Source: an optimization exercise on an open RTL-to-GDS flow (aim: small area, a short achievable clock period and few clock cycles). Production flows keep margins and buffers that such runs may drop.
In this exercise RTL edits were held to simulation tests only and were not proved equivalent to the original.

==> job 2236 <==
Design npu_ctrl, start of the top module:
module npu_ctrl #(
    parameter int unsigned N     = 4,
    parameter int unsigned KTAPS = 3
) (
    input  logic        clk,
    input  logic        rst_n,
    input  logic        npu_start_matrix_mul,
    input  logic        npu_start_conv,
    output logic        npu_done,
    output logic        busy,
    input  logic [63:0] a_base,
    input  logic [63:0] b_base,
    input  logic [63:0] c_base,
    output logic        mem_req,
    output logic        mem_we,
    output logic [63:0] mem_addr,
    output logic [63:0] mem_wdata,
    input  logic        mem_ready,
    input  logic        mem_rvalid,
    input  logic [63:0] mem_rdata
);
    logic        run_q, done_q, busy_q;
    logic        conv_q;              
    logic [63:0] ab_q, bb_q, cb_q;    
    logic start;
    assign start = npu_start_matrix_mul || npu_start_conv;
    function automatic logic [2:0] lastrd(input logic conv, input logic [3:0] e);
        lastrd = conv ? 3'd2 : (e[1:0] == 2'd3 && e[3:2] != 2'd3) ? 3'd7 : 3'd3;
    endfunction
    function automatic logic reload(input logic conv, input logic [3:0] e);
        reload = !conv && e[1:0] == 2'd3 && e[3:2] != 2'd3;
    endfunction
    logic        req_q, we_q;
    logic [63:0] addr_q;
    logic        ipre_q, ifin_q, iwr_q, iend_q;
    logic [3:0]  ie_q;
    logic [2:0]  is_q;
    logic        d_rd_q, d_wr_q;
    logic [1:0]  d_base_q;            
    logic [3:0]  d_off_q;
    logic        wvalid_q;
    logic [63:0] wdata_q;
    logic        accf_q;              
    logic        xfer;
    logic        n_pre, n_fin, n_wr, n_end;
    logic [3:0]  n_e;
    logic [2:0]  n_s;
    always_comb begin
        n_pre = ipre_q;
        n_fin = ifin_q;
        n_wr  = iwr_q;
        n_end = iend_q;
        n_e   = ie_q;
        n_s   = is_q;
        if (ipre_q) begin
            n_s = is_q + 3'd1;
            if (is_q == (conv_q ? 3'd2 : 3'd3)) begin
                n_pre = 1'b0;
                n_s   = 3'd0;
            end
        end else if (ifin_q) begin
            n_fin = 1'b0;
            n_end = 1'b1;
        end else if (iwr_q) begin
            n_wr = 1'b0;
            if (conv_q ? (ie_q == 4'd3) : (ie_q == 4'd15)) n_fin = 1'b1;
  ...
clock: 11.0 ns
lec_check: 0
cap_margin: 20
core_margin: 2
core_utilization: 55
slew_margin: 20
standard.sh (not shown) runs the stock make flow with config.mk's settings and CLKGATE_MAP_FILE= SYNTH_SCRIPT=/design/flow/synth_recipe.tcl, a recipe that flattens the netlist after the stock synthesis.
==> flow/flow/run.sh <==
#!/bin/bash
bash standard.sh SETUP_SLACK_MARGIN=7.3 \
  "BUFFER_PORTS_ARGS=-buffer_cell sky130_fd_sc_hd__buf_2" \
  "CTS_ARGS=-sink_clustering_enable -repair_clock_nets -dont_use_dummy_load" \
  finish > standard.log 2>&1
==> job 566 (differences from job 2236) <==
==> flow/flow/run.sh (replaced) <==
#!/bin/bash
bash standard.sh SETUP_SLACK_MARGIN=7.3 \
  "BUFFER_PORTS_ARGS=-buffer_cell sky130_fd_sc_hd__buf_1" \
  "CTS_ARGS=-sink_clustering_enable -repair_clock_nets -dont_use_dummy_load -sink_clustering_size 30 -sink_clustering_max_diameter 80" \
  finish > standard.log 2>&1
- CORE_UTILIZATION: 55 -> 68
==> run notes <==
	job 2236	job 566
Final HPWL from detailed placement	186000 um	177000 um
Fin Hold WS	0.350 ns	0.361 ns
Area growth from synthesis to final layout	10.8%	7.22%
Total GRT Usage	38.3%	44.5%
Largest stage delay, worst path	0.55 ns	0.59 ns
Count of H-tree levels built during CTS	3	2
Cell with the largest stage delay on the worst path	or4_4	fa_1
Fraction of layout instances using a drive strength above 1	14.1%	7.82%
Setup repair bufs after CTS	62	45
Core outline area	152000 sq um	123000 sq um
Number of placed instances with taps included	9480	9079
Insertion delay to the later sink of the worst-skew pair	0.78 ns	0.73 ns
Antenna violations before repair	59	36
WL per Instance	31.6 um	31.0 um
Result of the run	no timing/DRC/antenna violations	no timing/DRC/antenna violations
CP max FO	5	25
Clock Skew	0.0894 ns	0.0978 ns
Place WS	5.78 ns	5.72 ns
Testbench counts of job 2236, summed over its fixed seeds: cycles 7,988.
Testbench counts of job 566, summed over its fixed seeds: cycles 7,988.

## separate check: timing with driven ports
Ports are ideal in the flow. The routed layouts listed here were re-timed in OpenROAD.
Step 1 assumes that a clkbuf_16 drives the clock port and a buf_2 every other input.
Step 2 moves the port delays by t, midway between the first and last clock arrival at a register: inputs arrive t later, outputs are due t later. That takes back most of the time a late clock gives input paths.
a / b / c = ideal / step 1 / step 2; a / b = the first two.
run | t (ns) | slack for setup (ns) | worst setup path at the end | clock arrival spread, ns
job 2236 | 0.835 | 7.240 / 7.238 / 6.678 | input to register | 0.101 / 0.102
job 566 | 0.760 | 7.216 / 7.216 / 6.570 | input to register | 0.106 / 0.106
After both steps setup and hold are still met in every run listed. For job 566, which loses most, drivers alone change the setup slack by 0.000 ns; drivers and shift together by -0.646 ns.
